Background: an optimization exercise with open tools, aiming at small area and a short achievable clock period. Do not read the settings as production practice. Only simulation tests tie the RTL to the original design; equivalence was not proved. No activity file was given, so power comes from the tool's default toggle rates.

==> flow/design.v <==
package rv_fetch_pkg;
	localparam int XLEN = 32;
	localparam logic [6:0] OPC_LOAD   = 7'b0000011;
	localparam logic [6:0] OPC_STORE  = 7'b0100011;
	localparam logic [6:0] OPC_OP     = 7'b0110011;
	localparam logic [6:0] OPC_OP_IMM = 7'b0010011;
	localparam logic [6:0] OPC_LUI    = 7'b0110111;
	localparam logic [6:0] OPC_AUIPC  = 7'b0010111;
	localparam logic [6:0] OPC_BRANCH = 7'b1100011;
	localparam logic [6:0] OPC_JAL    = 7'b1101111;
	localparam logic [6:0] OPC_JALR   = 7'b1100111;
	localparam logic [6:0] F7_BASE   = 7'h00;
	localparam logic [6:0] F7_ALT    = 7'h20;
	localparam logic [6:0] F7_MULDIV = 7'h01;
	typedef enum logic [3:0] {
		ALU_ADD, ALU_SUB, ALU_SLL, ALU_SLT,
		ALU_SLTU, ALU_XOR, ALU_SRL, ALU_SRA,
		ALU_OR, ALU_AND, ALU_MUL, ALU_MULH,
		ALU_MULHSU, ALU_MULHU, ALU_DIV, ALU_REM
	} alu_op_e;
	typedef enum logic [2:0] {
		BR_NONE, BR_BEQ, BR_BNE, BR_BLT,
		BR_BGE, BR_BLTU, BR_BGEU, BR_JUMP
	} branch_e;
	typedef enum logic [1:0] {
		MEM_BYTE, MEM_HALF, MEM_WORD
	} mem_size_e;
	typedef struct packed {
		logic [XLEN-1:0] pc;
		logic [XLEN-1:0] imm;
		logic [4:0]      rd;
		logic [4:0]      rs1;
		logic [4:0]      rs2;
		alu_op_e         alu_op;
		branch_e         branch;
		mem_size_e       mem_size;
		logic            alu_imm;
		logic            load;
		logic            store;
		logic            load_unsigned;
		logic            jal;
		logic            jalr;
		logic            lui;
		logic            auipc;
		logic            div_unsigned;
		logic            illegal;
	} decoded_t;
endpackage
`timescale 1ns/1ps
module rv_pc #(
	parameter logic [rv_fetch_pkg::XLEN-1:0] RESET_PC = '0
) (
	input  logic                          clk_i,
	input  logic                          reset_i,
	input  logic                          fetch_i,
	input  logic                          redirect_i,
	input  logic [rv_fetch_pkg::XLEN-1:0] redirect_addr_i,
	output logic [rv_fetch_pkg::XLEN-1:0] fetch_addr_o,
	output logic [rv_fetch_pkg::XLEN-1:0] last_addr_o
);
	localparam logic [rv_fetch_pkg::XLEN-1:0] PC_STEP = 4;
	logic [rv_fetch_pkg::XLEN-1:0] last_q;
	assign fetch_addr_o = redirect_i ? redirect_addr_i : (last_q + PC_STEP);
	always_ff @(posedge clk_i) begin
		if (reset_i) begin
			last_q <= RESET_PC - PC_STEP;
		end else if (fetch_i) begin
			last_q <= fetch_addr_o;
		end
	end
	assign last_addr_o = last_q;
endmodule
`timescale 1ns/1ps
module rv_imem #(
	parameter int unsigned IMEM_WORDS = 64
) (
	input  logic                          clk_i,
	input  logic [rv_fetch_pkg::XLEN-1:0] fetch_addr_i,
	input  logic                          load_we_i,
	input  logic [rv_fetch_pkg::XLEN-1:0] load_addr_i,
	input  logic [rv_fetch_pkg::XLEN-1:0] load_data_i,
	output logic [rv_fetch_pkg::XLEN-1:0] instr_o
);
	localparam int AW = $clog2(IMEM_WORDS);
	logic [IMEM_WORDS-1:0][rv_fetch_pkg::XLEN-1:0] mem_q;
	logic [IMEM_WORDS-1:0]                         rd_sel;
	logic [rv_fetch_pkg::XLEN-1:0]                 rdata;
	always_ff @(posedge clk_i) begin
		for (int i = 0; i < IMEM_WORDS; i++) begin
			if (load_we_i && (load_addr_i[AW+1:2] == AW'(i))) begin
				mem_q[i] <= load_data_i;
			end
		end
	end
	always_comb begin
		for (int i = 0; i < IMEM_WORDS; i++) begin
			rd_sel[i] = (fetch_addr_i[AW+1:2] == AW'(i));
		end
		rdata = '0;
		for (int i = 0; i < IMEM_WORDS; i++) begin
			rdata = rdata | (mem_q[i] & {rv_fetch_pkg::XLEN{rd_sel[i]}});
		end
	end
	always_ff @(posedge clk_i) begin
		instr_o <= rdata;
	end
endmodule
`timescale 1ns/1ps
module rv_decoder (
	input  logic                          clk_i,
	input  logic                          reset_i,
	input  logic                          instr_valid_i,
	input  logic [rv_fetch_pkg::XLEN-1:0] instr_i,
	input  logic [rv_fetch_pkg::XLEN-1:0] instr_pc_i,
	output logic                          dec_valid_o,
	output rv_fetch_pkg::decoded_t        dec_o
);
	logic [6:0] opcode;
	logic [2:0] funct3;
	logic [6:0] funct7;
	logic       is_lui, is_auipc, is_jal, is_jalr, is_branch, is_load, is_store;
	logic       is_opimm, is_op;
	logic       f7_base, f7_alt, f7_muldiv;
	logic       opimm_ok, op_ok, alu_ok;
	logic       s_i, s_s, s_b, s_u, s_j;
	logic [3:0] alu_code;
	rv_fetch_pkg::decoded_t dec_d;
	assign opcode = instr_i[6:0];
	assign funct3 = instr_i[14:12];
	assign funct7 = instr_i[31:25];
	assign is_lui    = (opcode == rv_fetch_pkg::OPC_LUI);
	assign is_auipc  = (opcode == rv_fetch_pkg::OPC_AUIPC);
	assign is_jal    = (opcode == rv_fetch_pkg::OPC_JAL);
	assign is_jalr   = (opcode == rv_fetch_pkg::OPC_JALR);
	assign is_branch = (opcode == rv_fetch_pkg::OPC_BRANCH);
	assign is_load   = (opcode == rv_fetch_pkg::OPC_LOAD);
	assign is_store  = (opcode == rv_fetch_pkg::OPC_STORE);
	assign is_opimm  = (opcode == rv_fetch_pkg::OPC_OP_IMM);
	assign is_op     = (opcode == rv_fetch_pkg::OPC_OP);
	assign f7_base   = (funct7 == rv_fetch_pkg::F7_BASE);
	assign f7_alt    = (funct7 == rv_fetch_pkg::F7_ALT);
	assign f7_muldiv = (funct7 == rv_fetch_pkg::F7_MULDIV);
	assign opimm_ok = is_opimm & ~((funct3 == 3'b001) & ~f7_base) &
		~((funct3 == 3'b101) & ~f7_base & ~f7_alt);
	assign op_ok = is_op & (f7_base | f7_muldiv |
		(f7_alt & ((funct3 == 3'b000) | (funct3 == 3'b101))));
	assign alu_ok = opimm_ok | op_ok;
	always_comb begin
		if (is_op & f7_muldiv) begin
			case (funct3)
				3'b000:  alu_code = rv_fetch_pkg::ALU_MUL;
				3'b001:  alu_code = rv_fetch_pkg::ALU_MULH;
				3'b010:  alu_code = rv_fetch_pkg::ALU_MULHSU;
				3'b011:  alu_code = rv_fetch_pkg::ALU_MULHU;
				3'b100:  alu_code = rv_fetch_pkg::ALU_DIV;
				3'b101:  alu_code = rv_fetch_pkg::ALU_DIV;
				default: alu_code = rv_fetch_pkg::ALU_REM;
			endcase
		end else begin
			case (funct3)
				3'b000:  alu_code = (is_op & f7_alt) ? rv_fetch_pkg::ALU_SUB : rv_fetch_pkg::ALU_ADD;
				3'b001:  alu_code = rv_fetch_pkg::ALU_SLL;
				3'b010:  alu_code = rv_fetch_pkg::ALU_SLT;
				3'b011:  alu_code = rv_fetch_pkg::ALU_SLTU;
				3'b100:  alu_code = rv_fetch_pkg::ALU_XOR;
				3'b101:  alu_code = f7_alt ? rv_fetch_pkg::ALU_SRA : rv_fetch_pkg::ALU_SRL;
				3'b110:  alu_code = rv_fetch_pkg::ALU_OR;
				default: alu_code = rv_fetch_pkg::ALU_AND;
			endcase
		end
	end
	assign s_i = is_jalr | is_load | opimm_ok;
	assign s_s = is_store;
	assign s_b = is_branch;
	assign s_u = is_lui | is_auipc;
	assign s_j = is_jal;
	always_comb begin
		dec_d               = '0;
		dec_d.pc            = instr_pc_i;
		dec_d.imm[0]        = (s_i & instr_i[20]) | (s_s & instr_i[7]);
		dec_d.imm[4:1]      = ({4{s_i | s_j}} & instr_i[24:21]) | ({4{s_s | s_b}} & instr_i[11:8]);
		dec_d.imm[10:5]     = {6{s_i | s_s | s_b | s_j}} & instr_i[30:25];
		dec_d.imm[11]       = ((s_i | s_s) & instr_i[31]) | (s_b & instr_i[7]) | (s_j & instr_i[20]);
		dec_d.imm[19:12]    = ({8{s_i | s_s | s_b}} & {8{instr_i[31]}}) | ({8{s_u | s_j}} & instr_i[19:12]);
		dec_d.imm[30:20]    = ({11{s_i | s_s | s_b | s_j}} & {11{instr_i[31]}}) | ({11{s_u}} & instr_i[30:20]);
		dec_d.imm[31]       = (s_i | s_s | s_b | s_u | s_j) & instr_i[31];
		dec_d.rd            = {5{is_lui | is_auipc | is_jal | is_jalr | is_load | alu_ok}} & instr_i[11:7];
		dec_d.rs1           = {5{is_jalr | is_branch | is_load | is_store | alu_ok}} & instr_i[19:15];
		dec_d.rs2           = {5{is_branch | is_store | op_ok}} & instr_i[24:20];
		dec_d.alu_op        = rv_fetch_pkg::alu_op_e'({4{alu_ok}} & alu_code);
		if (is_jal | is_jalr) begin
			dec_d.branch = rv_fetch_pkg::BR_JUMP;
		end else if (is_branch) begin
			case (funct3)
				3'b000:  dec_d.branch = rv_fetch_pkg::BR_BEQ;
				3'b001:  dec_d.branch = rv_fetch_pkg::BR_BNE;
				3'b100:  dec_d.branch = rv_fetch_pkg::BR_BLT;
				3'b101:  dec_d.branch = rv_fetch_pkg::BR_BGE;
				3'b110:  dec_d.branch = rv_fetch_pkg::BR_BLTU;
				3'b111:  dec_d.branch = rv_fetch_pkg::BR_BGEU;
				default: dec_d.branch = rv_fetch_pkg::BR_NONE;
			endcase
		end
		if (is_load | is_store) begin
			case (funct3[1:0])
				2'b00:   dec_d.mem_size = rv_fetch_pkg::MEM_BYTE;
				2'b01:   dec_d.mem_size = rv_fetch_pkg::MEM_HALF;
				default: dec_d.mem_size = rv_fetch_pkg::MEM_WORD;
			endcase
		end
		dec_d.alu_imm       = opimm_ok;
		dec_d.load          = is_load;
		dec_d.store         = is_store;
		dec_d.load_unsigned = is_load & funct3[2];
		dec_d.jal           = is_jal;
		dec_d.jalr          = is_jalr;
		dec_d.lui           = is_lui;
		dec_d.auipc         = is_auipc;
		dec_d.div_unsigned  = is_op & f7_muldiv & funct3[2] & funct3[0];
		dec_d.illegal       = ~(is_lui | is_auipc | is_jal | is_jalr | is_branch |
			is_load | is_store | alu_ok);
	end
	always_ff @(posedge clk_i) begin
		dec_o <= dec_d;
	end
	always_ff @(posedge clk_i) begin
		if (reset_i) begin
			dec_valid_o <= 1'b0;
		end else begin
			dec_valid_o <= instr_valid_i;
		end
	end
endmodule
`timescale 1ns/1ps
module rv_fetch_decode_top #(
	parameter logic [rv_fetch_pkg::XLEN-1:0] RESET_PC   = '0,
	parameter int unsigned                   IMEM_WORDS = 64
) (
	input  logic                          clk_i,
	input  logic                          reset_i,
	input  logic                          fetch_i,
	input  logic                          redirect_i,
	input  logic [rv_fetch_pkg::XLEN-1:0] redirect_addr_i,
	input  logic                          load_we_i,
	input  logic [rv_fetch_pkg::XLEN-1:0] load_addr_i,
	input  logic [rv_fetch_pkg::XLEN-1:0] load_data_i,
	output logic                          dec_valid_o,
	output logic [rv_fetch_pkg::XLEN-1:0] dec_pc_o,
	output logic [rv_fetch_pkg::XLEN-1:0] dec_imm_o,
	output logic [4:0]                    dec_rd_o,
	output logic [4:0]                    dec_rs1_o,
	output logic [4:0]                    dec_rs2_o,
	output rv_fetch_pkg::alu_op_e         dec_alu_op_o,
	output rv_fetch_pkg::branch_e         dec_branch_o,
	output rv_fetch_pkg::mem_size_e       dec_mem_size_o,
	output logic                          dec_alu_imm_o,
	output logic                          dec_load_o,
	output logic                          dec_store_o,
	output logic                          dec_load_unsigned_o,
	output logic                          dec_jal_o,
	output logic                          dec_jalr_o,
	output logic                          dec_lui_o,
	output logic                          dec_auipc_o,
	output logic                          dec_div_unsigned_o,
	output logic                          dec_illegal_o
);
	logic [rv_fetch_pkg::XLEN-1:0] fetch_addr;
	logic [rv_fetch_pkg::XLEN-1:0] last_addr;
	logic [rv_fetch_pkg::XLEN-1:0] instr;
	logic                          instr_valid_q;
	rv_fetch_pkg::decoded_t        dec;
	rv_pc #(
		.RESET_PC(RESET_PC)
	) u_pc (
		.clk_i(clk_i),
		.reset_i(reset_i),
		.fetch_i(fetch_i),
		.redirect_i(redirect_i),
		.redirect_addr_i(redirect_addr_i),
		.fetch_addr_o(fetch_addr),
		.last_addr_o(last_addr)
	);
	rv_imem #(
		.IMEM_WORDS(IMEM_WORDS)
	) u_imem (
		.clk_i(clk_i),
		.fetch_addr_i(fetch_addr),
		.load_we_i(load_we_i),
		.load_addr_i(load_addr_i),
		.load_data_i(load_data_i),
		.instr_o(instr)
	);
	always_ff @(posedge clk_i) begin
		if (reset_i) begin
			instr_valid_q <= 1'b0;
		end else begin
			instr_valid_q <= fetch_i;
		end
	end
	rv_decoder u_decoder (
		.clk_i(clk_i),
		.reset_i(reset_i),
		.instr_valid_i(instr_valid_q),
		.instr_i(instr),
		.instr_pc_i(last_addr),
		.dec_valid_o(dec_valid_o),
		.dec_o(dec)
	);
	assign dec_pc_o            = dec.pc;
	assign dec_imm_o           = dec.imm;
	assign dec_rd_o            = dec.rd;
	assign dec_rs1_o           = dec.rs1;
	assign dec_rs2_o           = dec.rs2;
	assign dec_alu_op_o        = dec.alu_op;
	assign dec_branch_o        = dec.branch;
	assign dec_mem_size_o      = dec.mem_size;
	assign dec_alu_imm_o       = dec.alu_imm;
	assign dec_load_o          = dec.load;
	assign dec_store_o         = dec.store;
	assign dec_load_unsigned_o = dec.load_unsigned;
	assign dec_jal_o           = dec.jal;
	assign dec_jalr_o          = dec.jalr;
	assign dec_lui_o           = dec.lui;
	assign dec_auipc_o         = dec.auipc;
	assign dec_div_unsigned_o  = dec.div_unsigned;
	assign dec_illegal_o       = dec.illegal;
endmodule
==> flow/run.sh <==
#!/bin/bash
# synth_recipe.tcl (not shown) runs the flow's synth.tcl, then flattens the netlist and writes it again
# the make line also repeats each setting of config.mk as NAME=value (left out here)
make -C /OpenROAD-flow-scripts/flow DESIGN_CONFIG=/design/flow/config.mk WORK_HOME=/design/flow/orfs CLKGATE_MAP_FILE= SYNTH_SCRIPT=/design/flow/synth_recipe.tcl finish
==> flow/config.mk <==
export PLATFORM = sky130hd
export DESIGN_NAME = rv_fetch_decode_top
export DESIGN_NICKNAME = rv_fetch_decode_top
export VERILOG_FILES = /design/flow/design.v
export SDC_FILE = /design/flow/constraint.sdc
export NUM_CORES = 4
export LEC_CHECK = 0
export ABC_CLOCK_PERIOD_IN_PS = 2500
export CAP_MARGIN = 20
export CORE_MARGIN = 2
export CORE_UTILIZATION = 40
export PLACE_DENSITY = 0.55
export SETUP_SLACK_MARGIN = 4.0
export SLEW_MARGIN = 20
export SYNTH_MEMORY_MAX_BITS = 16384
==> flow/constraint.sdc <==
create_clock -name core_clock -period 6.5 [get_ports {clk_i}]
set_input_delay 1.3000 -clock core_clock [delete_from_list [all_inputs] [get_ports {clk_i}]]
set_output_delay 1.3000 -clock core_clock [all_outputs]
set_load 0.01 [all_outputs]
==> results of run 1 <==
==> critical path: cells and delay by family (launching register included) <==
kind	cells	cell delay [ns]
flip-flops	1	0.38
AO/OA/AOI/OAI	4	1.24
buffers and inverters	6	0.93
adder cells (fa/ha/maj)	1	0.18
AND/OR/NAND/NOR	3	0.53
==> routing by layer <==
| metal | part of all wire | vias to the layer above | routed length, um |
|---|---|---|---|
| met5 | 0.00069 | - | 230 |
| met4 | 0.068 | 32 | 22500 |
| met3 | 0.14 | 895 | 44800 |
| met2 | 0.44 | 4457 | 147000 |
| met1 | 0.35 | 27900 | 117000 |
| li1 | - | 21100 | - |
==> sequential cells by signal, summed over array words and instances (netlist names) <==
signal	cells
instr_valid_q	1
u_decoder.dec_o	98
u_decoder.dec_valid_o	1
u_imem.instr_o	32
u_imem.mem_q	2048
u_pc.last_q	32
==> cell usage in the layout, fill, tap and decap left out, types with 62 or more instances in the layout <==
cell / instances
sky130_fd_sc_hd__edfxtp_1: 2048
sky130_fd_sc_hd__nand2_1: 175
sky130_fd_sc_hd__clkbuf_16: 219
sky130_fd_sc_hd__a22o_1: 122
sky130_fd_sc_hd__a21oi_1: 133
sky130_fd_sc_hd__nor2_4: 95
sky130_fd_sc_hd__buf_6: 154
sky130_fd_sc_hd__a222oi_1: 107
sky130_fd_sc_hd__buf_12: 128
sky130_fd_sc_hd__a22oi_1: 545
sky130_fd_sc_hd__buf_2: 82
sky130_fd_sc_hd__nand4_1: 62
sky130_fd_sc_hd__buf_4: 435
sky130_fd_sc_hd__dfxtp_1: 104
sky130_fd_sc_hd__o21ai_0: 63
==> how the worst min path moves through the flow <==
stage	end	depth (start not counted)
after CTS	u_decoder.dec_o[66]	0
after global placement	u_decoder.dec_o[66]	0
after detailed placement	u_decoder.dec_o[66]	0
final	u_decoder.dec_o[67]	0
after global routing	u_decoder.dec_o[66]	0
after floorplan	u_decoder.dec_o[77]	0
==> repair_timing <==
| action | 4_1_cts | 5_1_grt |
|---|---|---|
| gates cloned | 38 | 2 |
| pin swaps | 249 | 113 |
| endpoints found under the setup margin | 2208 | 903 |
| resized for setup | 1001 | 224 |
| buffers inserted | 371 | 36 |
| hold buffers | 0 | 0 |
==> through the flow <==
step	hold slack (ns)	util	cells	area, um^2
2_1_floorplan	0.329	-	4644	81200
3_3_place_gp	0.335	0.439	7485	87700
3_5_place_dp	0.344	0.440	7489	87800
4_1_cts	0.355	0.506	8289	101000
5_1_grt	0.357	0.513	8332	102000
6_report	0.355	0.513	8346	102000
==> kinds of logic (layout without fill, tap and decap cells) <==
family,count (synthesis),in the layout
muxes,6,6
other,0,19
xor gates and xnor gates,3,3
and+or+nand+nor,767,773
AOI/OAI and AO/OA,1367,1369
DFF,2212,2212
buffers and inverters,288,1307
adders and majority gates,1,1
==> layout make-up <==
class                      instances  area, um^2
antenna                           19        47.5
clock buffer                     277        5720
clock inverter                   114        1100
fill                           16000       97200
timing repair buffer             902        9920
sequential                      2212       64900
tap                             2656        3320
multi-input combinational       2152       17400
timing repair inverter             1        7.51
inverter                          13        52.6
==> power groups by stage <==
stage	Sequential, mW	Combinational, mW	Clock, mW
6_report	16.1	3.29	12.2
5_1_grt	16.1	3.31	12.8
4_1_cts	16.1	3.07	12.2
3_5_place_dp	16.4	2.40	0
3_3_place_gp	16.4	2.38	0
2_1_floorplan	16.2	1.02	0
==> summary.txt, run 1 <==
- The run finished with no timing, DRC or antenna violations.
- The arrival time at the worst endpoint is 4.14 ns.
- For this run, design rule violations remaining after detail routing come to 0.
- The estimated wirelength of the detail-placed design is 183000 um.
- The height of the chip is ~450 um.
- The critical path endpoint is u_imem.instr_o[18].
- 200 I/O pins were placed.
- The min-delay analysis places its worst path in the category reg2reg.
- The share of power burned in registers is 0.510.
- The startpoint identified for the worst register-to-register timing path is u_pc.last_q[2].
- The area growth from synthesis to layout is 27.5%.
- The share of synthesized area occupied by flip-flops and latches is 0.806.
- The largest net degree at the start of global routing is 65.
- Port buffering added 173 buffers.
- Among all stages on the critical path, the largest delay is contributed by sky130_fd_sc_hd__a2111oi_4.
- Clock tree synthesis selected as its root buffer the cell sky130_fd_sc_hd__clkbuf_16.
- In this run the critical register-to-register path is captured at u_imem.instr_o[18].
- STA classifies the critical path endpoint as a flop.
- In the global route stage, met3 resource usage came out at 0.0886.
- Setup repair after global routing could not meet its margin everywhere.
- Sorting the synthesized cells by how often they occur yields 2048 x sky130_fd_sc_hd__edfxtp_1, 587 x sky130_fd_sc_hd__a22oi_1, 191 x sky130_fd_sc_hd__nand2_1.
- Summed over all cells, the static leakage comes to 33.3 nW.
- The count of H-tree levels built during CTS is 4.
- The upper clock frequency limit is 286 MHz.
- The synthesized-area fraction occupied by ao, oa, aoi and oai cells came to 0.128.
- met2 is the most crowded layer.
- The power density over cell area is 308 nW/um^2.
- Counting every sink on the clock net gives between 2000 and 2500.
- The share of total power dissipated in combinational logic is 0.104.
- In this run the most critical hold path is launched from u_pc.last_q[1].
- After synthesis, the cell types taking the most area are sky130_fd_sc_hd__edfxtp_1 77%, sky130_fd_sc_hd__a22oi_1 5.5%, sky130_fd_sc_hd__dfxtp_1 4.1%, sky130_fd_sc_hd__a222oi_1 1.3%, sky130_fd_sc_hd__a22o_1 1.3%.
- The floorplan step defined a die boundary enclosing 204000 um^2.
- The clock latency of the later-clocked register in the worst-skew pair is 0.89 ns.
- The initial standard-cell utilization of the core is 0.402.
- The placer's final routability congestion estimate is 0.892.
- The TritonCTS clock tree is built.
- By instance count, the leading cell after synthesis is sky130_fd_sc_hd__edfxtp_1.
- In the final layout, the share of cells above drive strength 1 is 0.296.
- The number of iterations in the first detailed-routing pass is 9.
- The switching share of total power is 0.251.
- For met2 alone, demand over resource in global routing was 0.475.
- The fraction of synthesized cell area in xor and xnor cells is 0.000421.
- The total number of yosys warnings is 4.
- The post-layout net count is 5599.
- The signal on the critical path passes through ha_4, buf_4, buf_4, nor3b_4, nand3_2, buf_6, a21oi_4, buf_6, buf_12, buf_4, a222oi_1, a21oi_2, a2111oi_4, nand4_1.
- The relative slew slack is 0.278.
- The dominant register cell in the synthesized netlist is sky130_fd_sc_hd__edfxtp_1.
- The share of synthesized flip-flops with an asynchronous set or reset is 0.
- For the worst setup path, the data required time is 7.14 ns.
- The cell-internal power is roughly 24 mW.
- In this design, the critical path's most frequently occurring cell is sky130_fd_sc_hd__buf_4.
- Once routing completed, OpenROAD measured the worst setup slack at 3.00 ns.
- For the pin with the worst max-slew slack, the measured transition is 1.08 ns.
- The adder-cell share of the synthesized area is 0.000156.
- The post-synthesis simple-gate area fraction is 0.0486.
- The overall routed net length is 331000 um.
- The number of distinct library cells after synthesis is 88.
- The startpoint-to-endpoint class of the critical path is reg2reg.
- The maximum net fanout on the critical path is 7.
- The final period utilization is 0.538.
- The routed design could run at a clock period as short as 3.50 ns.
- The worst-case setup slack after placement is 0.992 ns.
- The routed layout has 54400 vias.
- In the global route stage, met1 resource usage came out at 0.413.
- The max-capacitance violation count is 0.
- The clock arrives with 0.0486 ns of skew.
- The placeable core region is 200000 um^2.
- After synthesis the cells add up to 80300 um^2.
- Counting flops with a built-in enable in the synthesized netlist gives around 2000.
- The first global-routing pass estimated approximately 440000 um of wire.
- Tracing the worst setup path back leads to its startpoint at u_pc.last_q[2].
- The via count of the first global-routing pass is about 50000.
- The clock slew seen by the registers of the worst setup and hold paths is approximately 0.06 ns.
- The number of buffers created by CTS is ~220.
- The number of vias per cell after detailed routing is 6.52.
- The number of instances in the synthesized netlist is 4644.
- The average instance in the mapped netlist occupies 17.3 um^2.
- The largest family of logic cells by synthesized area is compound AO/OA/AOI/OAI gates.
- The final total power is 31.6 mW.
- The share of synthesized area in the top cell type comes to 0.766.
- The number of nets with antenna violations after detailed routing is 0.
- The reg-to-reg setup timing slack is 3.00 ns.
- After the first detailed-routing iteration, the DRC count stood at 10400.
- After detailed routing, the average wire length per cell comes to 39.7 um.
- The final hold violation count was 0.
- Summed over all failing endpoints, the final setup total negative slack is 0 ns.
- The number of cells on the worst reg-to-reg path is 14.
- For this run, the slowest stage of the critical path takes 0.60 ns.
- The horizontal die dimension is 452 um.
- The startpoint class of the critical path is a flop.
- Summed over all nets, the switching power comes to 7.94 mW.
- For this run, the total global-route usage over all layers was measured as 0.317.
- The sum of overflow across all layers after global routing is 0.
- The share of total power dissipated in the clock network is 0.386.
- The number of antenna violations at the first check in global routing came to 39.
- Row generation in the floorplan step produced ~160 rows.
- Setup violations remaining at the end of the flow were counted as 0.
- Summed over all instances, the cell type with the most area after synthesis is sky130_fd_sc_hd__edfxtp_1.
- The number of nets handed over by synthesis was 4746.
- The final number of max-transition violations is 0.
- Of the post-synthesis cell area, the part taken by muxes is 0.000841.
- The maximum number of buffers from clock root to sink is 3.
- The worst vdd rail ir drop is 255 uV.
- The number of register bits inferred by synthesis is between 2000 and 2500.
==> inputs of run 2 (changes only) <==
--- a/flow/design.v
+++ b/flow/design.v
@@ -56,10 +56,12 @@
 	input  logic                          redirect_i,
 	input  logic [rv_fetch_pkg::XLEN-1:0] redirect_addr_i,
 	output logic [rv_fetch_pkg::XLEN-1:0] fetch_addr_o,
+	output logic [5:0]                    fetch_idx_o,
 	output logic [rv_fetch_pkg::XLEN-1:0] last_addr_o
 );
 	localparam logic [rv_fetch_pkg::XLEN-1:0] PC_STEP = 4;
 	logic [rv_fetch_pkg::XLEN-1:0] last_q;
+	logic [5:0]                    next_idx_q;
 	assign fetch_addr_o = redirect_i ? redirect_addr_i : (last_q + PC_STEP);
 	always_ff @(posedge clk_i) begin
 		if (reset_i) begin
@@ -68,6 +70,14 @@
 			last_q <= fetch_addr_o;
 		end
 	end
+	always_ff @(posedge clk_i) begin
+		if (reset_i) begin
+			next_idx_q <= RESET_PC[7:2];
+		end else if (fetch_i) begin
+			next_idx_q <= fetch_addr_o[7:2] + 6'd1;
+		end
+	end
+	assign fetch_idx_o = redirect_i ? redirect_addr_i[7:2] : next_idx_q;
 	assign last_addr_o = last_q;
 endmodule
 `timescale 1ns/1ps
@@ -75,7 +85,7 @@
 	parameter int unsigned IMEM_WORDS = 64
 ) (
 	input  logic                          clk_i,
-	input  logic [rv_fetch_pkg::XLEN-1:0] fetch_addr_i,
+	input  logic [$clog2(IMEM_WORDS)-1:0] fetch_idx_i,
 	input  logic                          load_we_i,
 	input  logic [rv_fetch_pkg::XLEN-1:0] load_addr_i,
 	input  logic [rv_fetch_pkg::XLEN-1:0] load_data_i,
@@ -94,17 +104,47 @@
 	end
 	always_comb begin
 		for (int i = 0; i < IMEM_WORDS; i++) begin
-			rd_sel[i] = (fetch_addr_i[AW+1:2] == AW'(i));
+			rd_sel[i] = (fetch_idx_i == AW'(i));
 		end
-		rdata = '0;
-		for (int i = 0; i < IMEM_WORDS; i++) begin
-			rdata = rdata | (mem_q[i] & {rv_fetch_pkg::XLEN{rd_sel[i]}});
+	end
+	for (genvar b = 0; b < rv_fetch_pkg::XLEN; b++) begin : g_bit
+		logic [IMEM_WORDS/8-1:0]  grp;
+		logic [IMEM_WORDS/16-1:0] pair_n;
+		for (genvar g = 0; g < IMEM_WORDS/8; g++) begin : g_grp
+			logic [7:0] d;
+			for (genvar k = 0; k < 8; k++) begin : g_d
+				assign d[k] = mem_q[8*g+k][b];
+			end
+			rv_rd_or8 u_grp (.sel_i(rd_sel[8*g+7:8*g]), .data_i(d), .y_o(grp[g]));
 		end
+		for (genvar g = 0; g < IMEM_WORDS/16; g++) begin : g_pair
+			rv_rd_nor2 u_nor (.a_i(grp[2*g+1:2*g]), .y_no(pair_n[g]));
+		end
+		rv_rd_nand4 u_out (.a_i(pair_n), .y_o(rdata[b]));
 	end
 	always_ff @(posedge clk_i) begin
 		instr_o <= rdata;
 	end
 endmodule
+module rv_rd_or8 (
+	input  logic [7:0] sel_i,
+	input  logic [7:0] data_i,
+	output logic       y_o
+);
+	assign y_o = |(sel_i & data_i);
+endmodule
+module rv_rd_nor2 (
+	input  logic [1:0] a_i,
+	output logic       y_no
+);
+	assign y_no = ~|a_i;
+endmodule
+module rv_rd_nand4 (
+	input  logic [3:0] a_i,
+	output logic       y_o
+);
+	assign y_o = ~&a_i;
+endmodule
 `timescale 1ns/1ps
 module rv_decoder (
 	input  logic                          clk_i,
@@ -266,6 +306,7 @@
 );
 	logic [rv_fetch_pkg::XLEN-1:0] fetch_addr;
 	logic [rv_fetch_pkg::XLEN-1:0] last_addr;
+	logic [5:0]                    fetch_idx;
 	logic [rv_fetch_pkg::XLEN-1:0] instr;
 	logic                          instr_valid_q;
 	rv_fetch_pkg::decoded_t        dec;
@@ -278,13 +319,14 @@
 		.redirect_i(redirect_i),
 		.redirect_addr_i(redirect_addr_i),
 		.fetch_addr_o(fetch_addr),
+		.fetch_idx_o(fetch_idx),
 		.last_addr_o(last_addr)
 	);
 	rv_imem #(
 		.IMEM_WORDS(IMEM_WORDS)
 	) u_imem (
 		.clk_i(clk_i),
-		.fetch_addr_i(fetch_addr),
+		.fetch_idx_i(fetch_idx),
 		.load_we_i(load_we_i),
 		.load_addr_i(load_addr_i),
 		.load_data_i(load_data_i),
==> flow/config.mk (replaced) <==
export PLATFORM = sky130hd
export DESIGN_NAME = rv_fetch_decode_top
export DESIGN_NICKNAME = rv_fetch_decode_top
export VERILOG_FILES = /design/flow/design.v
export SDC_FILE = /design/flow/constraint.sdc
export NUM_CORES = 4
export LEC_CHECK = 0
export ABC_CLOCK_PERIOD_IN_PS = 2800
export CAP_MARGIN = 20
export CORE_MARGIN = 2
export CORE_UTILIZATION = 55
export PLACE_DENSITY = 0.65
export SETUP_SLACK_MARGIN = 3.7
export SLEW_MARGIN = 20
export SYNTH_HIERARCHICAL = 1
export SYNTH_MEMORY_MAX_BITS = 16384
==> run 2 against run 1 <==
Synthesized cell count shrank 7.1%. First-iteration DRC count shrank 29%. Worst hold slack gained 0.011 ns. Final area shrank 3.8%. Count of clock-buffer cells in the layout shrank 7. Global-route usage grew 2.1 points. Clock skew shrank 0.026 ns. Via count shrank 8.9%. Combinational power shrank 39%. Register-to-register slack gained 0.34 ns. Power shrank 4.6%.
==> summary.txt, run 2 <==
- The DRC violation total after the first TritonRoute iteration is 7447.
- The leakage power total is around 31 nW.
- The register with the most flip-flops in the layout has 2048 of them.
- The worst path needs 3.31 ns of the cycle, external delays included.
- The count of final setup violators is 0.
- The detailed router placed 49600 vias in this run.
- The number of instances in the synthesized netlist is around 4300.
- For this design the ratio of total power to cell area is 306 nW/um^2.
- The horizontal die dimension is 382 um.
- The flow ran to the end and the layout has no timing, DRC or antenna violations.
- The tightest hold path in the finished design has a slack of 0.366 ns.
- The finished cells cover 98600 um^2.
- Entering global routing, the biggest net connects 73 pins.
- The floorplan step defined a die boundary enclosing 146000 um^2.
- The relative slew slack is 0.271.
- The max-capacitance violation count is 0.
- The initial standard-cell utilization of the core is 0.555.
- Across every metal layer, demand over resource in global routing totals 0.338.
- The cell chosen for the clock root is sky130_fd_sc_hd__clkbuf_16.
- The most common cell after layout, fill and taps aside is sky130_fd_sc_hd__edfxtp_1.
- Port buffering added 173 buffers.
- For the worst setup path, the data arrival time is 3.90 ns.
- The via count of the first global-routing pass is 45700.
- The type of the most critical hold path is reg2reg.
- The filler-free cell count of the finished design is 7278.
- Based on the critical path, the design can be clocked at up to between 300 and 400 MHz.
- The detail route stage leaves a number of antenna-violating nets equal to 0.
- The final setup TNS is 0 ns.
- The worst setup path is launched from an input pin.
- The number of vias per cell after detailed routing is 6.81.
- The final total power is between 30 and 40 mW.
- TritonCTS built the clock tree.
- The final number of max-transition violations was 0.
- The growth of design area from synthesis to finish is 25.3%.
- The first global-routing pass estimated 345000 um of wire.
- Prior to clock tree synthesis, the placed netlist has a worst setup slack of 1.28 ns.
- The cell total after placement is 6468.
- Setup repair after global routing could not meet its margin everywhere.
- The final period utilization is 0.509.
- The instance area after placement is 84900 um^2.
- The hold buffer count at cts is 0.
- The clock drives between 2000 and 2500 sinks.
- Setup slack closes at 3.19 ns.
- Counting every net in the synthesized netlist gives about 4400.
- After detailed routing, the number of remaining DRC violations is 0.
- The cell area after synthesis is about 80000 um^2.
- The number of antenna violations at the first check in global routing was 12.
- The count of H-tree levels built during CTS is 4.
- The clock latency of the later-clocked register in the worst-skew pair is ~0.85 ns.
- The number of buffers created by CTS is 207.
- The core region is between 100000 and 150000 um^2.
- The worst setup path is captured at a flop.
- The height of the chip is approximately 380 um.
- The final layout contains routed wiring with a total length of 253000 um.
- In the final layout, the share of cells above drive strength 1 is 0.245.
- The clock skew is roughly 0.022 ns.
- The library cells used most frequently in the layout, excluding fill and tap cells, are 2048 x sky130_fd_sc_hd__edfxtp_1, 930 x sky130_fd_sc_hd__a22oi_1, 300 x sky130_fd_sc_hd__nand4_1.
- The critical path is of the in2reg type.
- The placer's final routability congestion estimate is 0.921.
- The largest registers in the layout are u_imem.mem_q x2048, u_decoder.dec_o x98.
- The actual slew at the worst max-slew pin is 1.09 ns.
- The per-cell routed wire length is roughly 35 um.
- For this run, the detailed router's first-pass iteration total came to 6.
- The data required time at the worst endpoint is between 7 and 8 ns.
- The final hold violation count is 0.
- Across the VDD grid, the largest voltage drop is 222 uV.
- The number of placed I/O pins is 200.
- For this run, the post-layout net count is 5313.
- The clock slew seen by the registers of the worst setup and hold paths is 0.06 ns.
- The final cell utilization of the core is 0.695.
- In this run the worst path has a maximum fanout of 15.
- The per-instance average area after synthesis is 18.2 um^2.
- The estimated wirelength of the detail-placed design is around 130000 um.
- The register ranked first by flip-flop count is u_imem.mem_q.
- After floorplanning, the core was divided into 138 placement rows.
- The total number of yosys warnings is 10.
- The longest clock path from root to sink contains 3 buffers.
- The sum of overflow across all layers after global routing is 0.
[run 2: metal layers]
layer  global-route usage  vias up  share of wire
li1                     -    20200              -
met1                0.462    25300           0.36
met2                0.516     3451           0.46
met3               0.0799      579           0.12
met4                0.161       20          0.054
met5                    0        -        0.00052
[run 2: what timing repair did]
action                                  4_1_cts  5_1_grt
endpoints found under the setup margin     1982       85
pin swaps                                   274      139
resized for setup                           586       90
cloned                                       83        4
buffers inserted                            285       51
[run 2: worst paths after layout]
kind	from	end	slack, ns	depth (start not counted)
setup / recovery	redirect_i	u_imem.instr_o[8]	3.19	13
hold / removal	u_pc.last_q[1]	u_decoder.dec_o[67]	0.37	0
setup reg to reg	u_pc.next_idx_q[2]	u_imem.instr_o[8]	3.34	11
hold reg to reg	u_pc.last_q[1]	u_decoder.dec_o[67]	0.37	0
[run 2: worst max-delay path, cell delays in order]
cell,delay (ns)
sky130_fd_sc_hd__buf_16,0.14
sky130_fd_sc_hd__and2_4,0.18
sky130_fd_sc_hd__a21o_4,0.24
sky130_fd_sc_hd__buf_6,0.14
sky130_fd_sc_hd__nand4bb_4,0.22
sky130_fd_sc_hd__buf_4,0.18
sky130_fd_sc_hd__buf_4,0.12
sky130_fd_sc_hd__nor2_4,0.04
sky130_fd_sc_hd__buf_12,0.16
sky130_fd_sc_hd__a22oi_1,0.25
sky130_fd_sc_hd__nand4_1,0.12
sky130_fd_sc_hd__nor2_1,0.41
sky130_fd_sc_hd__nand4_1,0.38
[run 2: power breakdown]
group,internal [mW],switching (mW),total [mW]
logic,0.631,1.38,2.01
clock network,6.99,5.14,12.1
registers,15.8,0.211,16.0
[run 2: final cells by class]
class / instances / area, um^2
inverters: 16 / 65.1
well taps: 1890 / 2360
clock inverters: 113 / 1050
diodes: 4 / 10.0
repair buffers: 684 / 7820
flip-flops and latches: 2218 / 64900
multi-input cells: 2083 / 16600
clock buffers: 270 / 5740
fillers: 8781 / 43200
==> inputs of run 3 (changes only) <==
--- a/flow/config.mk
+++ b/flow/config.mk
@@ -14,3 +14,4 @@
 export SLEW_MARGIN = 20
 export SYNTH_HIERARCHICAL = 1
 export SYNTH_MEMORY_MAX_BITS = 16384
+export TNS_END_PERCENT = 10
==> run 3 against run 2 <==
Critical endpoint is now u_imem.instr_o[23]. Die area is the same. Worst hold slack worse by 0.0023 ns. Clock power hardly changed. Combinational power fell by 7%. Via count fell by 3.0%. Flip-flop and latch count unchanged. Final area shrank 2.5%. Worst setup slack lost 0.21 ns. Synthesized cell count stayed put. Sequential power about the same.
==> summary.txt, run 3 <==
- The flow ran to the end and the layout has no timing, DRC or antenna violations.
- The register with the most flip-flops in the layout has 2048 of them.
- The relative slew slack is 0.274.
- The clock sink total is ~2200.
- The cell total after placement is around 6500.
- Entering global routing, the biggest net connects 73 pins.
- The final route contains 48100 vias.
- In this run the deepest clock path goes through 3 buffers.
- The cell count after synthesis came out at between 4000 and 5000.
- The cell-internal power is 23.1 mW.
- The largest registers in the layout are u_imem.mem_q x2048, u_decoder.dec_o x98.
- The critical path in this run is classified as in2reg.
- The per-cell routed wire length is 33.2 um.
- The final setup TNS is 0 ns.
- Of the total power, the share spent switching nets is 0.222.
- The end point of the worst hold path is u_decoder.dec_o[66].
- The register ranked first by flip-flop count is u_imem.mem_q.
- The count of final setup violators is 0.
- Input and output buffers added on the ports amount to around 170.
- The finished cells cover between 90000 and 100000 um^2.
- The reg-to-reg setup timing slack is ~3.3 ns.
- Summing every instance area after synthesis gives between 70000 and 80000 um^2.
- The final hold violation count is 0.
- Routed signal wires occupy layers up through met5.
- The final number of max-transition violations came to 0.
- The clock skew is 0.0298 ns.
- The endpoint identified for the worst register-to-register timing path is u_imem.instr_o[23].
- The die covers 146000 um^2.
- The met3 wire length is between 20000 and 30000 um.
- The clock slew seen by the registers of the worst setup and hold paths is 0.06 ns.
- The post-layout net count is approximately 5200.
- Static timing analysis puts the maximum clock frequency at 284 MHz.
- The remaining design rule violation count is 0.
- The kind of end point of the critical path is a flop.
- Max-cap violations in this run came to 0.
- The total number of yosys warnings is 10.
- The placer's final routability congestion estimate is between 0.9 and 1.
- The worst register-to-register path has a depth of 10.
- Clock tree synthesis inserted a total of 209 buffers.
- The net count after synthesis is 4418.
- The floorplan has 138 rows.
- Counting I/O delays and the setup requirement, the final critical path takes 3.52 ns.
- The detailed router put a total of between 80000 and 90000 um of wire on met1.
- Of the available clock period, the critical path in the final layout requires 0.542.
- The net switching power of the design is 6.61 mW.
- After clock tree synthesis, the flow added hold-fix buffers numbering 0.
- The top cell types in the final layout, fill and taps aside, are 2048 x sky130_fd_sc_hd__edfxtp_1, 983 x sky130_fd_sc_hd__a22oi_1, 317 x sky130_fd_sc_hd__buf_4.
- For this run, the total global-route usage over all layers was measured as 0.321.
- In this run the critical register-to-register path is launched from u_pc.next_idx_q[1].
- The overall routed net length is about 240000 um.
- The estimated wirelength of the detail-placed design is 127000 um.
- The number of nets with antenna violations after detailed routing is 0.
- The most common cell after layout, fill and taps aside is sky130_fd_sc_hd__edfxtp_1.
- The startpoint of the lowest-slack hold path is u_pc.last_q[0].
- The number of iterations in the first detailed-routing pass is 6.
- The via count of the first global-routing pass came to 45100.
- The count of cells in the finished layout, fillers not included, comes to 7196.
- The wire length on met2 is around 110000 um.
- The type of the most critical hold path is reg2reg.
- After floorplanning, the core was sized to cover 142000 um^2.
- The clock share of power is 0.398.
- The clock tree synthesis step divided the H-tree into 4 levels.
- The data required time at the worst endpoint is 7.09 ns.
- The number of antenna violations at the first check in global routing is 10.
- The global-route wire length before repair is 331000 um.
- During I/O placement, the number of pins put on the boundary was 200.
- The later pin in the worst-skew pair is clocked with a latency of between 0.8 and 0.9 ns.
- The startpoint class of the critical path is an input pin.
- The horizontal die dimension is 382 um.
- The TritonCTS clock tree is built.
- Of all nets on the critical path, the largest fanout is 12.
- The cell chosen for the clock root is sky130_fd_sc_hd__clkbuf_16.
- In the final layout, the share of cells above drive strength 1 is 0.214.
- The combinational fraction of design power is 0.063.
- The start point of the critical path is redirect_i.
- The initial standard-cell utilization of the core is 0.555.
- Setup repair after global routing could not meet its margin everywhere.
- The growth of design area from synthesis to finish is 22.2%.
- The die is between 300 and 400 um tall.
- The instance area after placement is 84900 um^2.
- At the worst endpoint, the arrival time is 4.11 ns.
- The worst vdd rail ir drop is 230 uV.
- The number of vias per cell after detailed routing is 6.68.
- The analysis attributes to cell leakage a power of 30.2 nW.
- The actual slew at the worst max-slew pin is 1.09 ns.
- Summed over all layers, the global routing overflow is 0.
- The DRC violation total after the first TritonRoute iteration is 7033.
- The number of cells on the worst hold path is 0.
- The per-instance average area after synthesis is about 18 um^2.
- The share of power burned in registers is 0.539.
- Power spread over the standard cell area amounts to ~310 nW/um^2.
- The tightest hold path in the finished design has a slack of 0.364 ns.
==> run 3: per-stage QoR <==
stage	power (mW)	worst slack (ns)	util
detailed placement	17.8	1.17	0.599
global route	30.4	3.20	0.678
CTS	29.7	3.03	0.673
floorplan	16.9	2.70	-
global placement	17.8	1.22	0.597
finish	29.7	2.98	0.678
==> run 3: cell type report <==
type / count / area [um^2]
antenna: 10 / 25.0
clock buffer: 273 / 5630
clock inverter: 110 / 976
fill: 9071 / 45600
inverter: 16 / 61.3
multi-input combinational: 2066 / 15900
sequential: 2218 / 64900
tap: 1890 / 2360
timing repair buffer: 613 / 6300
==> run 3: worst max-delay path by stage <==
| stage | endpoint | slack, ns | cells past startpoint |
|---|---|---|---|
| 2_1_floorplan | u_imem.instr_o[10] | 2.70 | 12 |
| 3_3_place_gp | u_imem.instr_o[23] | 1.22 | 10 |
| 3_5_place_dp | u_imem.instr_o[23] | 1.17 | 10 |
| 4_1_cts | u_imem.mem_q[564] | 3.03 | 3 |
| 5_1_grt | u_imem.instr_o[23] | 3.20 | 13 |
| 6_report | u_imem.instr_o[23] | 2.98 | 13 |
==> run 3: what timing repair did <==
item | in CTS | in global routing
gates cloned | 59 | 2
resized for setup | 335 | 33
buffers inserted | 194 | 55
hold endpoints to repair | 0 | 0
pin swaps | 208 | 31
setup endpoints to repair | 2179 | 2034
==> run 3: power by group through the flow <==
stage	Clock (mW)	Combinational (mW)	Sequential (mW)
floorplan	0	0.658	16.2
global placement	0	1.46	16.3
detailed placement	0	1.49	16.3
CTS	11.9	1.77	16.0
global route	12.4	1.92	16.0
finish	11.8	1.87	16.0
==> run 3: critical path, stage by stage <==
cell	delay [ns]
sky130_fd_sc_hd__buf_16	0.10
sky130_fd_sc_hd__clkinv_2	0.06
sky130_fd_sc_hd__buf_12	0.12
sky130_fd_sc_hd__a21o_4	0.26
sky130_fd_sc_hd__buf_4	0.20
sky130_fd_sc_hd__nand4b_1	0.16
sky130_fd_sc_hd__buf_6	0.22
sky130_fd_sc_hd__nor2_4	0.13
sky130_fd_sc_hd__buf_4	0.24
sky130_fd_sc_hd__a22oi_1	0.21
sky130_fd_sc_hd__nand4_1	0.28
sky130_fd_sc_hd__nor2_1	0.44
sky130_fd_sc_hd__nand4_1	0.38
==> run 3: layer usage <==
layer / vias to the layer above / global-route usage
met3: 486 / 0.0806
li1: 20000 / -
met5: - / 0.00430
met1: 24400 / 0.443
met2: 3189 / 0.487
met4: 6 / 0.145
==> inputs of run 4 (changes only) <==
--- a/flow/design.v
+++ b/flow/design.v
@@ -48,63 +48,64 @@
 endpackage
 `timescale 1ns/1ps
 module rv_pc #(
-	parameter logic [rv_fetch_pkg::XLEN-1:0] RESET_PC = '0
+	parameter logic [rv_fetch_pkg::XLEN-1:0] RESET_PC = '0,
+	parameter int unsigned                   IMEM_WORDS = 64
 ) (
 	input  logic                          clk_i,
 	input  logic                          reset_i,
 	input  logic                          fetch_i,
 	input  logic                          redirect_i,
 	input  logic [rv_fetch_pkg::XLEN-1:0] redirect_addr_i,
-	output logic [rv_fetch_pkg::XLEN-1:0] fetch_addr_o,
-	output logic [5:0]                    fetch_idx_o,
-	output logic [rv_fetch_pkg::XLEN-1:0] last_addr_o
+	output logic [IMEM_WORDS-1:0]         rd_sel_o,
+	output logic [rv_fetch_pkg::XLEN-1:0] fetch_pc_o
 );
+	localparam int AW = $clog2(IMEM_WORDS);
 	localparam logic [rv_fetch_pkg::XLEN-1:0] PC_STEP = 4;
 	logic [rv_fetch_pkg::XLEN-1:0] last_q;
-	logic [5:0]                    next_idx_q;
-	assign fetch_addr_o = redirect_i ? redirect_addr_i : (last_q + PC_STEP);
+	logic [rv_fetch_pkg::XLEN-1:0] fetch_addr;
+	logic [IMEM_WORDS-1:0]         sel_q;
+	assign fetch_addr = redirect_i ? redirect_addr_i : (last_q + PC_STEP);
 	always_ff @(posedge clk_i) begin
 		if (reset_i) begin
 			last_q <= RESET_PC - PC_STEP;
 		end else if (fetch_i) begin
-			last_q <= fetch_addr_o;
+			last_q <= fetch_addr;
 		end
 	end
 	always_ff @(posedge clk_i) begin
-		if (reset_i) begin
-			next_idx_q <= RESET_PC[7:2];
-		end else if (fetch_i) begin
-			next_idx_q <= fetch_addr_o[7:2] + 6'd1;
+		for (int i = 0; i < IMEM_WORDS; i++) begin
+			sel_q[i] <= (fetch_addr[AW+1:2] == AW'(i));
 		end
 	end
-	assign fetch_idx_o = redirect_i ? redirect_addr_i[7:2] : next_idx_q;
-	assign last_addr_o = last_q;
+	assign rd_sel_o   = sel_q;
+	assign fetch_pc_o = last_q;
 endmodule
 `timescale 1ns/1ps
 module rv_imem #(
 	parameter int unsigned IMEM_WORDS = 64
 ) (
 	input  logic                          clk_i,
-	input  logic [$clog2(IMEM_WORDS)-1:0] fetch_idx_i,
+	input  logic [IMEM_WORDS-1:0]         rd_sel_i,
 	input  logic                          load_we_i,
 	input  logic [rv_fetch_pkg::XLEN-1:0] load_addr_i,
 	input  logic [rv_fetch_pkg::XLEN-1:0] load_data_i,
-	output logic [rv_fetch_pkg::XLEN-1:0] instr_o
+	output logic [rv_fetch_pkg::XLEN-1:0] rdata_o
 );
 	localparam int AW = $clog2(IMEM_WORDS);
 	logic [IMEM_WORDS-1:0][rv_fetch_pkg::XLEN-1:0] mem_q;
-	logic [IMEM_WORDS-1:0]                         rd_sel;
-	logic [rv_fetch_pkg::XLEN-1:0]                 rdata;
+	logic                                          wr_en_q;
+	logic [AW-1:0]                                 wr_idx_q;
+	logic [rv_fetch_pkg::XLEN-1:0]                 wr_data_q;
 	always_ff @(posedge clk_i) begin
-		for (int i = 0; i < IMEM_WORDS; i++) begin
-			if (load_we_i && (load_addr_i[AW+1:2] == AW'(i))) begin
-				mem_q[i] <= load_data_i;
-			end
-		end
+		wr_en_q   <= load_we_i;
+		wr_idx_q  <= load_addr_i[AW+1:2];
+		wr_data_q <= load_data_i;
 	end
-	always_comb begin
+	always_ff @(posedge clk_i) begin
 		for (int i = 0; i < IMEM_WORDS; i++) begin
-			rd_sel[i] = (fetch_idx_i == AW'(i));
+			if (wr_en_q && (wr_idx_q == AW'(i))) begin
+				mem_q[i] <= wr_data_q;
+			end
 		end
 	end
 	for (genvar b = 0; b < rv_fetch_pkg::XLEN; b++) begin : g_bit
@@ -115,15 +116,12 @@
 			for (genvar k = 0; k < 8; k++) begin : g_d
 				assign d[k] = mem_q[8*g+k][b];
 			end
-			rv_rd_or8 u_grp (.sel_i(rd_sel[8*g+7:8*g]), .data_i(d), .y_o(grp[g]));
+			rv_rd_or8 u_grp (.sel_i(rd_sel_i[8*g+7:8*g]), .data_i(d), .y_o(grp[g]));
 		end
 		for (genvar g = 0; g < IMEM_WORDS/16; g++) begin : g_pair
 			rv_rd_nor2 u_nor (.a_i(grp[2*g+1:2*g]), .y_no(pair_n[g]));
 		end
-		rv_rd_nand4 u_out (.a_i(pair_n), .y_o(rdata[b]));
-	end
-	always_ff @(posedge clk_i) begin
-		instr_o <= rdata;
+		rv_rd_nand4 u_out (.a_i(pair_n), .y_o(rdata_o[b]));
 	end
 endmodule
 module rv_rd_or8 (
@@ -304,33 +302,32 @@
 	output logic                          dec_div_unsigned_o,
 	output logic                          dec_illegal_o
 );
-	logic [rv_fetch_pkg::XLEN-1:0] fetch_addr;
-	logic [rv_fetch_pkg::XLEN-1:0] last_addr;
-	logic [5:0]                    fetch_idx;
+	logic [IMEM_WORDS-1:0]         rd_sel;
+	logic [rv_fetch_pkg::XLEN-1:0] fetch_pc;
 	logic [rv_fetch_pkg::XLEN-1:0] instr;
 	logic                          instr_valid_q;
 	rv_fetch_pkg::decoded_t        dec;
 	rv_pc #(
-		.RESET_PC(RESET_PC)
+		.RESET_PC(RESET_PC),
+		.IMEM_WORDS(IMEM_WORDS)
 	) u_pc (
 		.clk_i(clk_i),
 		.reset_i(reset_i),
 		.fetch_i(fetch_i),
 		.redirect_i(redirect_i),
 		.redirect_addr_i(redirect_addr_i),
-		.fetch_addr_o(fetch_addr),
-		.fetch_idx_o(fetch_idx),
-		.last_addr_o(last_addr)
+		.rd_sel_o(rd_sel),
+		.fetch_pc_o(fetch_pc)
 	);
 	rv_imem #(
 		.IMEM_WORDS(IMEM_WORDS)
 	) u_imem (
 		.clk_i(clk_i),
-		.fetch_idx_i(fetch_idx),
+		.rd_sel_i(rd_sel),
 		.load_we_i(load_we_i),
 		.load_addr_i(load_addr_i),
 		.load_data_i(load_data_i),
-		.instr_o(instr)
+		.rdata_o(instr)
 	);
 	always_ff @(posedge clk_i) begin
 		if (reset_i) begin
@@ -344,7 +341,7 @@
 		.reset_i(reset_i),
 		.instr_valid_i(instr_valid_q),
 		.instr_i(instr),
-		.instr_pc_i(last_addr),
+		.instr_pc_i(fetch_pc),
 		.dec_valid_o(dec_valid_o),
 		.dec_o(dec)
 	);
--- a/flow/config.mk
+++ b/flow/config.mk
@@ -14,4 +14,3 @@
 export SLEW_MARGIN = 20
 export SYNTH_HIERARCHICAL = 1
 export SYNTH_MEMORY_MAX_BITS = 16384
-export TNS_END_PERCENT = 10
==> run 4 against run 3 <==
Still clean. First-iteration DRC count decreased by 5.1%. Via count decreased by 1.9%. Utilization shrank 0.85 points. Combinational power grew 29%. Global-route usage is 1.5 points lower. Area after synthesis increased by 1.2%. Sequential power barely moved. Sequential share of layout area up 1.5 points. Final area hardly changed. Wire length fell by 3.3%. Critical endpoint is now u_decoder.dec_o[47]. Highest routed layer unchanged.
==> summary.txt, run 4 <==
- The clock period minus worst slack is 3.28 ns.
- By count the netlist is led by 2048 x sky130_fd_sc_hd__edfxtp_1, 1028 x sky130_fd_sc_hd__a22oi_1, 300 x sky130_fd_sc_hd__nand4_1.
- The estimated wirelength of the detail-placed design is 128000 um.
- Of the post-synthesis cell area, the dominant cell type holds 0.772.
- The number of nets with antenna violations after detailed routing is 0.
- The remaining design rule violation count is 0.
- The clock slew seen by the registers of the worst setup and hold paths is 0.06 ns.
- The DRC violation total after the first TritonRoute iteration is 6671.
- The startpoint-to-endpoint class of the critical path is reg2reg.
- Data arrives at the worst endpoint at 4.06 ns.
- Synthesis produced 4340 cells.
- The maximum net fanout on the critical path is 16.
- Static timing analysis puts the maximum clock frequency at 305 MHz.
- 200 I/O pins were placed.
- The share of synthesized area occupied by flip-flops and latches is 0.831.
- The cell area after synthesis is 79600 um^2.
- The tightest min-delay check is of the reg2reg type.
- From left edge to right edge, the die measures 385 um.
- The flip-flop count of the largest register, all copies and words added is 2048.
- The TritonCTS clock tree is built.
- By area, the combinational part of the netlist is dominated by compound AO/OA/AOI/OAI gates.
- For this block, the via count after detailed routing is 47200.
- Of all cell types, the one taking the most synthesized area is sky130_fd_sc_hd__edfxtp_1.
- The final total power is 31.4 mW.
- After synthesis the netlist holds a flip-flop and latch count of around 2300.
- In the global route stage, overall resource usage came out at 0.306.
- Setup repair after global routing could not meet its margin everywhere.
- The fraction of synthesized cell area in xor and xnor cells is 0.000330.
- The top cell types in the final layout, fill and taps aside, are 2048 x sky130_fd_sc_hd__edfxtp_1, 994 x sky130_fd_sc_hd__a22oi_1, 300 x sky130_fd_sc_hd__nand4_1.
- The most common cell in the synthesized netlist is sky130_fd_sc_hd__edfxtp_1.
- The initialized floorplan defines 139 standard-cell rows.
- The area growth from synthesis to layout is 20.8%.
- The final layout contains 5130 nets.
- The worst-case setup slack after placement is ~2.0 ns.
- The relative slew slack is 0.300.
- Clock tree synthesis selected as its root buffer the cell sky130_fd_sc_hd__clkbuf_16.
- The first global-routing pass estimated 319000 um of wire.
- Hold repair after CTS inserted 0 buffers.
- The proportion of layout cells with a drive suffix above 1 is 0.195.
- The number of enable flip-flop cells after synthesis is 2048.
- The placeable core region is around 140000 um^2.
- The final hold violation count is 0.
- The register ranked first by flip-flop count is u_imem.mem_q.
- The cell area after layout is 96200 um^2.
- The synthesized-area fraction occupied by ao, oa, aoi and oai cells came to 0.110.
- The number of distinct library cells after synthesis is 82.
- The startpoint class of the critical path is a flop.
- The largest net degree at the start of global routing is 65.
- Measured along the y axis, the die boundary spans 385 um.
- Yosys attributes the largest share of cell area to sky130_fd_sc_hd__edfxtp_1 77%, sky130_fd_sc_hd__a22oi_1 9.7%, sky130_fd_sc_hd__dfxtp_1 5.9%, sky130_fd_sc_hd__nand4_1 2.4%, sky130_fd_sc_hd__nor2_1 1.3%.
- The final period utilization is 0.505.
- The filler-free cell count of the finished design is between 7000 and 8000.
- The via count of the first global-routing pass is around 44000.
- Leaving out fill and tap cells, the most frequent cell in the layout is sky130_fd_sc_hd__edfxtp_1.
- STA classifies the critical path endpoint as a flop.
- The run finished with no timing, DRC or antenna violations.
- Summed over all layers, the global routing overflow is 0.
- The instance area after placement is approximately 86000 um^2.
- The max-capacitance violation count is 0.
- CTS built an H-tree with a depth of 4.
- The final setup TNS is 0 ns.
- The number of buffers created by CTS is approximately 220.
- At the end of routability-driven placement, the weighted congestion stood at 0.887.
- The floorplan step defined a die boundary enclosing 148000 um^2.
- The later pin in the worst-skew pair is clocked with a latency of around 0.87 ns.
- Of the total synthesized cell area, the portion taken by full adders, half adders and majority gates is 0.000157.
- The quantity of I/O buffers inserted on ports is 173.
- The final number of max-transition violations is 0.
- The power density over cell area is 326 nW/um^2.
- The largest registers in the layout are u_imem.mem_q x2048, u_decoder.dec_o x98, u_pc.sel_q x64.
- The per-cell routed wire length is 32.4 um.
- The number of antenna violations at the first check in global routing is 5.
- The total number of yosys warnings is 10.
- The slack of the critical path is 3.22 ns.
- The share of synthesized flip-flops with an asynchronous set or reset is 0.
- Setup violations remaining at the end of the flow were counted as 0.
- The analysis attributes to cell leakage a power of between 30 and 40 nW.
- In this run the mean area of a mapped cell was 18.4 um^2.
- The most used flip-flop cell after synthesis is sky130_fd_sc_hd__edfxtp_1.
- For the pin with the worst max-slew slack, the measured transition is 1.05 ns.
- The number of vias per cell after detailed routing is between 6 and 7.
- The portion of synthesized area spent on multiplexers is 0.000251.
- Including well taps, the total number of placed cells is 6525.
- Synthesis produced a netlist with a net count of 4442.
- The number of iterations in the first detailed-routing pass is 17.
- The worst vdd rail ir drop is roughly 290 uV.
- On the final layout, the worst clock skew is between 0.04 and 0.05 ns.
- The clock passes through at most 3 buffers.
- For this design, the sink count on the clock tree is 2283.
- Summed over all layers, the routed wires come to 231000 um.
- The initial standard-cell utilization of the core is 0.554.
- STA puts the critical path data required time at between 7 and 8 ns.
- The post-synthesis simple-gate area fraction is 0.0540.
[run 4: final timing paths]
path                   from                   to  slack, ns  depth (start not counted)
max          u_pc.sel_q[10]  u_decoder.dec_o[47]       3.22                         12
min          u_pc.last_q[1]  u_decoder.dec_o[67]       0.36                          0
max reg2reg  u_pc.sel_q[10]  u_decoder.dec_o[47]       3.22                         12
min reg2reg  u_pc.last_q[1]  u_decoder.dec_o[67]       0.36                          0
[run 4: Yosys stat by module (local to each module, per instance), a selection]
module,cells,cell area (um^2)
rv_fetch_decode_top,2,33.8
rv_rd_nand4,1,6.26
rv_rd_nor2,1,3.75
rv_rd_or8,5,36.3
rv_decoder,268,3030
[run 4: cells by family (layout without fill, tap and decap cells)]
| family | count (synthesis) | after routing |
|---|---|---|
| flops | 2283 | 2283 |
| compound gates | 1187 | 1188 |
| simple gates | 793 | 805 |
| buf+inv | 71 | 932 |
| xor+xnor | 3 | 3 |
| mux | 2 | 3 |
| fa+ha+maj | 1 | 1 |
| other cells | 0 | 3 |
[run 4: per-layer routing]
metal,vias to the layer above,track usage,wire [um]
li1,19800,-,-
met2,2661,0.458,105000
met3,423,0.0722,26600
met4,6,0.109,9180
met1,24300,0.443,90200
met5,-,0.00455,42
[run 4: through the flow]
| step | util | hold slack [ns] |
|---|---|---|
| floorplan | - | 0.330 |
| detailed placement | 0.596 | 0.359 |
| global placement | 0.593 | 0.342 |
| finish | 0.670 | 0.358 |
| global route | 0.670 | 0.376 |
| CTS | 0.663 | 0.361 |
[run 4: worst max-delay path: stages, from the launching register on]
cell and delay (ns):
sky130_fd_sc_hd__dfxtp_4 0.38, sky130_fd_sc_hd__buf_12 0.16, sky130_fd_sc_hd__a22oi_2 0.18, sky130_fd_sc_hd__nand4_1 0.30
sky130_fd_sc_hd__nor2_4 0.34, sky130_fd_sc_hd__nand4_1 0.20, sky130_fd_sc_hd__or4_4 0.64, sky130_fd_sc_hd__o41ai_4 0.34
sky130_fd_sc_hd__buf_6 0.17, sky130_fd_sc_hd__buf_4 0.12, sky130_fd_sc_hd__a211oi_4 0.06, sky130_fd_sc_hd__buf_6 0.17
sky130_fd_sc_hd__o21ai_2 0.13
[run 4: report_power, final]
part | switching [mW] | internal [mW] | total [mW]
clock | 5.36 | 7.33 | 12.7
combinational | 1.64 | 0.781 | 2.42
sequential | 0.134 | 16.1 | 16.3
total | 7.14 | 24.3 | 31.4
[run 4: area by class of cell]
cell class	count	area, um^2
inverters	13	52.6
repair buffers	512	5440
well taps	1903	2380
clock buffers	289	5970
clock inverters	117	1240
flip-flops and latches	2283	66400
repair inverters	1	5.00
fillers	9486	47400
diodes	3	7.51
multi-input cells	2000	14800
[run 4: repair_timing]
action,4_1_cts,5_1_grt
pin swaps,94,77
buffers inserted,107,46
cloned,25,3
resized for setup,461,115
endpoints found under the setup margin,748,693
==> inputs of run 5 (changes only) <==
--- a/flow/config.mk
+++ b/flow/config.mk
@@ -9,6 +9,8 @@
 export CAP_MARGIN = 20
 export CORE_MARGIN = 2
 export CORE_UTILIZATION = 55
+export CTS_CLUSTER_DIAMETER = 100
+export CTS_CLUSTER_SIZE = 30
 export PLACE_DENSITY = 0.65
 export SETUP_SLACK_MARGIN = 3.7
 export SLEW_MARGIN = 20
==> run 5 against run 4 <==
Die area unchanged. Critical endpoint is now u_decoder.dec_o[45]. Count of clock-buffer cells in the layout down 132. Clock power down 46%. First-iteration DRC count up 1.6%.
==> summary.txt, run 5 <==
- The final layout contains 4982 nets.
- The maximum net fanout on the critical path is 12.
- The flip-flop count of the largest register, all copies and words added is 2048.
- The final number of max-transition violations is 0.
- The global-route wire length before repair is 313000 um.
- The most critical setup path has its startpoint at u_pc.sel_q[10].
- Of the cells placed in the final design, the portion with a size suffix greater than 1 is 0.151.
- The clock arrives with 0.0476 ns of skew.
- The sequential cells in the finished layout cover a total of around 66000 um^2.
- The hold buffer count at cts is 0.
- The remaining design rule violation count is 0.
- Measured against the total synthesized area, the mux share comes to 0.000251.
- The largest family of logic cells by synthesized area is compound AO/OA/AOI/OAI gates.
- The largest net degree at the start of global routing is 65.
- The filler-free cell count of the finished design is 6861.
- The number of distinct library cells after synthesis is a little over 80.
- The final setup TNS is 0 ns.
- Once placement completed, the tool counted placed cells totaling 6525.
- The clock slew seen by the registers of the worst setup and hold paths is 0.11 ns.
- The overall routed net length is 227000 um.
- By count the netlist is led by 2048 x sky130_fd_sc_hd__edfxtp_1, 1028 x sky130_fd_sc_hd__a22oi_1, 300 x sky130_fd_sc_hd__nand4_1.
- The TritonCTS clock tree is built.
- In the final layout, the registers with the most flip-flops are u_imem.mem_q x2048, u_decoder.dec_o x98, u_pc.sel_q x64.
- The quantity of I/O buffers inserted on ports is approximately 170.
- The via count is 46200.
- The most common cell in the synthesized netlist is sky130_fd_sc_hd__edfxtp_1.
- Setup repair after global routing could not meet its margin everywhere.
- The number of antenna violations at the first check in global routing is 4.
- The per-cell routed wire length is 33.1 um.
- The data required time at the worst endpoint is 7.11 ns.
- The number of nets with antenna violations after detailed routing is 0.
- The arrival time at the worst endpoint is 4.01 ns.
- The run finished with no timing, DRC or antenna violations.
- The initialized floorplan defines roughly 140 standard-cell rows.
- Timing would allow up to slightly below 300 MHz.
- In this run the critical register-to-register path is launched from u_pc.sel_q[10].
- CTS built an H-tree with a depth of 3.
- The share of synthesized flip-flops with an asynchronous set or reset is 0.
- The power density over cell area is 280 nW/um^2.
- The height of the chip is 385 um.
- In this run the horizontal extent of the chip is 385 um.
- More flip-flops sit in one register than any other, and that register is u_imem.mem_q.
- The most numerous cell type found on the critical path is sky130_fd_sc_hd__nand4_1.
- The startpoint of the lowest-slack hold path is u_pc.last_q[1].
- The final period utilization is 0.523.
- Of the total synthesized cell area, the portion taken by XOR and XNOR cells is 0.000330.
- The via count of the first global-routing pass came to roughly 42000.
- The number of vias per cell after detailed routing is 6.74.
- The growth of design area from synthesis to finish is 14.7%.
## run 5: cell counts after synthesis
No cell type changed its count.
## run 5: cell families (layout without fill, tap and decap cells)
kind of cell	after synthesis	count (layout)
XOR/XNOR	3	3
other	0	4
AND/OR/NAND/NOR	793	804
flip-flops	2283	2283
adder cells (fa/ha/maj)	1	1
multiplexers	2	4
buffers and inverters	71	670
AO/OA/AOI/OAI	1187	1189
## run 5: metrics by stage
step / instance area [um^2] / power, mW / hold slack [ns] / utilization / setup slack, ns
detailed placement: 85600 / 18.4 / 0.359 / 0.596 / 2.03
global route: 91400 / 26.1 / 0.383 / 0.636 / 3.12
CTS: 90400 / 25.4 / 0.375 / 0.629 / 3.35
floorplan: 79700 / 17.4 / 0.330 / - / 3.67
finish: 91400 / 25.5 / 0.370 / 0.636 / 3.10
global placement: 85200 / 18.3 / 0.342 / 0.593 / 2.08
## run 5: per-module statistics from Yosys (local to each module, per instance), a selection
module,cell area [um^2],flops+latches,cells inside
rv_decoder,3030,99,268
rv_fetch_decode_top,33.8,1,2
rv_rd_nand4,6.26,0,1
rv_rd_nor2,3.75,0,1
rv_rd_or8,36.3,0,5
## run 5: worst reg2reg max path, stage by stage, from the launching register on
cell	delay, ns
sky130_fd_sc_hd__dfxtp_4	0.37
sky130_fd_sc_hd__buf_12	0.15
sky130_fd_sc_hd__a22oi_2	0.20
sky130_fd_sc_hd__nand4_1	0.31
sky130_fd_sc_hd__nor2_4	0.35
sky130_fd_sc_hd__nand4_1	0.21
sky130_fd_sc_hd__or4_4	0.65
sky130_fd_sc_hd__o41ai_4	0.45
sky130_fd_sc_hd__a311oi_2	0.16
sky130_fd_sc_hd__o21ai_2	0.40
## run 5: cell type report
type | instances | area share
Sequential cell | 2283 | 0.726
Multi-Input combinational cell | 2001 | 0.160
Timing Repair Buffer | 494 | 0.0583
Clock buffer | 157 | 0.0274
Tap cell | 1903 | 0.0261
Clock inverter | 5 | 0.000685
Inverter | 13 | 0.000575
Antenna cell | 4 | 0.000110
Timing Repair inverter | 1 | 0.0000548
## run 5: path summary, 6_finish.rpt
| kind | endpoint | slack (ns) | depth (start not counted) |
|---|---|---|---|
| worst max-delay path | u_decoder.dec_o[45] | 3.10 | 9 |
| worst min-delay path | u_decoder.dec_o[67] | 0.37 | 0 |
| worst max register to register | u_decoder.dec_o[45] | 3.10 | 9 |
| worst min register to register | u_decoder.dec_o[67] | 0.37 | 0 |
## run 5: timing repair
item                                    in CTS  in global routing
endpoints found under the setup margin     748                641
gates resized for setup                    437                 78
cloned                                      24                  5
pin swaps                                   92                 65
setup buffers                              101                 33
## run 5: routing by layer
layer / up-vias / GRT usage / part of all wire
li1: 19400 / - / -
met1: 24000 / 0.443 / 0.40
met2: 2597 / 0.450 / 0.46
met3: 293 / 0.0561 / 0.11
met4: 2 / 0.105 / 0.038
met5: - / 0.00195 / 0.00015
## run 5: power by group
part           internal [mW]  switching, mW  total (mW)
combinational          0.761           1.61        2.38
sequential              16.1          0.128        16.3
clock                   2.68           4.24        6.91
total                   19.6           5.98        25.5

-- port drivers added, routing unchanged --
How much do the figures lean on ideal ports? The routed layouts below were timed once more, with nothing changed but the port constraints. Step 1 assumes that a clkbuf_16 drives the clock port and a buf_2 every other input. Step 2, shift: input delay + t, output delay - t, t = (earliest + latest rising clock arrival at the registers) / 2. This alone moves slack from input paths to output paths. Three values: ideal, step 1, step 2; two values: the first two.
run	t, ns	setup WS [ns]
run 1	0.970	3.000 / 2.909 / 1.938
run 2	0.920	3.192 / 3.117 / 2.197
run 3	0.925	2.978 / 2.889 / 1.964
run 4	0.922	3.217 / 3.217 / 2.776
run 5	0.813	3.098 / 3.098 / 2.927
After both steps every run listed still meets setup and hold.
